Background: an optimization exercise with open tools, aiming at small area, a short achievable clock period and few clock cycles per item. Do not read the settings as production practice.
The RTL was checked by simulation tests, not by an equivalence proof against the original design.

raven:
==> flow/design.v (excerpt) <==
module redmean_palette_quantizer #(
    parameter int PALETTE_ENTRIES = 8
)
(
    input  logic        clk,
    input  logic        rst_n,
    input  logic        in_valid,
    output logic        in_stall,
    input  logic [7:0]  red,
    input  logic [7:0]  green,
    input  logic [7:0]  blue,
    output logic        out_valid,
    input  logic        out_stall,
    output logic [2:0]  best_index,
    input  logic        cfg_valid,
    output logic        cfg_ready,
    input  logic [2:0]  cfg_index,
    input  logic [47:0] cfg_data
);
Settings: LEC_CHECK=0, CAP_MARGIN=20, CORE_MARGIN=2, CORE_UTILIZATION=40, SETUP_SLACK_MARGIN=3.5, SLEW_MARGIN=20; clock period 7.0 ns.
run.sh (not shown) runs the stock make flow with config.mk's settings and CLKGATE_MAP_FILE= SYNTH_SCRIPT=/design/flow/synth_recipe.tcl, a recipe that flattens the netlist after the stock synthesis.
Testbench counts of raven, summed over its fixed seeds: cycles 8,232, items 8,192.
For indigo, these inputs were changed with respect to raven:
diff --git a/flow/config.mk b/flow/config.mk
--- a/flow/config.mk
+++ b/flow/config.mk
@@ -8,5 +8,5 @@
 export CAP_MARGIN = 20
 export CORE_MARGIN = 2
-export CORE_UTILIZATION = 40
-export SETUP_SLACK_MARGIN = 3.5
+export CORE_UTILIZATION = 55
+export SETUP_SLACK_MARGIN = 3.3
 export SLEW_MARGIN = 20
[summary]
- indigo vs raven, final area went down by about 3.6%.
- ~same clock slew at the register clock pins of the worst setup and hold paths in indigo and raven
Input changes introduced in maple (baseline for comparison: indigo):
diff --git a/flow/config.mk b/flow/config.mk
--- a/flow/config.mk
+++ b/flow/config.mk
@@ -8,5 +8,5 @@
 export CAP_MARGIN = 20
 export CORE_MARGIN = 2
-export CORE_UTILIZATION = 55
+export CORE_UTILIZATION = 40
 export SETUP_SLACK_MARGIN = 3.3
 export SLEW_MARGIN = 20
Results
Between indigo and maple, the flow reports count of placed standard cells including taps increasing by a little under 10%.
Of maple and indigo, the run reporting the lower post-route cell area was indigo.
Comparing maple and indigo, the higher non-clock buffering overhead in the final layout is on indigo.
When maple is set beside indigo, its number of filler cells placed in the layout turns out to be 9774 larger.
Cmp maple and indigo / worst setup slack / higher: indigo
The die area reported for maple is greater than that of indigo by about 37%.
Diff indigo -> maple | total routed wire length on the met1 layer | down slightly
~same area of the multi-input gates in maple and indigo
maple ran to completion and came out clean on the timing, DRC and antenna checks.
Comparing maple and indigo, the higher initial core utilization was measured on indigo.
The following lists how onyx was set up differently from maple:
diff --git a/flow/config.mk b/flow/config.mk
--- a/flow/config.mk
+++ b/flow/config.mk
@@ -6,4 +6,5 @@
 export NUM_CORES = 4
 export LEC_CHECK = 0
+export ABC_AREA = 1
 export CAP_MARGIN = 20
 export CORE_MARGIN = 2
Results
Note that the HPWL reported at the end of detailed placement recorded for onyx amounts to 1.06 times the value seen in maple. [compare] base=maple new=onyx: proportion of layout cells with a drive suffix above 1 -4.2 points, count of unique library cells instantiated by Yosys -about 22%. Clock skew in onyx vs maple: up 33 ps. The critical-path cell with the highest stage delay comes out sky130_fd_sc_hd__or4_4 in one run and sky130_fd_sc_hd__dfxtp_1 in the other, namely in maple and onyx respectively. onyx against maple: clock buffer count rose by 7.

Starting RTL as in the previous note.
clock: 7.0 ns
lec_check: 0
cap_margin: 5
core_margin: 2
core_utilization: 40
setup_slack_margin: 3.3
slew_margin: 5
Testbench counts at the start, summed over its fixed seeds: cycles 8,232, items 8,192.
Edit:
--- a/flow/config.mk
+++ b/flow/config.mk
@@ -6,7 +6,8 @@
 export NUM_CORES = 4
 export LEC_CHECK = 0
-export CAP_MARGIN = 5
+export CAP_MARGIN = 20
 export CORE_MARGIN = 2
 export CORE_UTILIZATION = 40
+export CTS_BUF_LIST = sky130_fd_sc_hd__clkbuf_4 sky130_fd_sc_hd__clkbuf_8
 export SETUP_SLACK_MARGIN = 3.3
-export SLEW_MARGIN = 5
+export SLEW_MARGIN = 20
Effect: Die area is unchanged. Hold slack degrades by 0.060 ns. Non-clock buffer count came out higher by 6. Via count came out higher by 0.90%. Cell area stays flat. Setup slack improves by 0.0092 ns.

afterwards: timing with drivers on the ports:
Ports are ideal in the flow. The routed layouts listed here were re-timed in OpenROAD. Step 1, drivers: a clkbuf_16 drives clk and a buf_2 each remaining input, both assumed. Step 2 times the ports against the registers' clock, not the clock port: input delays grow and output delays shrink by t, the midpoint of the rising clock arrivals with the driver on. Three values: ideal, step 1, step 2; two values: the first two.
| run | t (ns) | slack for setup (ns) | worst register clock-pin slew, ns |
|---|---|---|---|
| raven | 0.899 | 3.379 / 3.379 / 2.779 | 0.08 / 0.08 |
| indigo | 0.924 | 3.327 / 3.327 / 2.698 | 0.07 / 0.07 |
| maple | 0.911 | 3.314 / 3.314 / 2.780 | 0.08 / 0.08 |
| onyx | 0.916 | 3.353 / 3.353 / 2.686 | 0.07 / 0.07 |
| the first run of note 2 | 0.911 | 3.314 / 3.314 / 2.780 | 0.08 / 0.08 |
| the second run of note 2 | 1.059 | 3.323 / 3.323 / 2.448 | 0.08 / 0.08 |
After both steps every run listed still meets setup and hold. The setup slack of the second run of note 2, which loses most, moves by 0.000 ns with the drivers and by -0.875 ns with both steps.
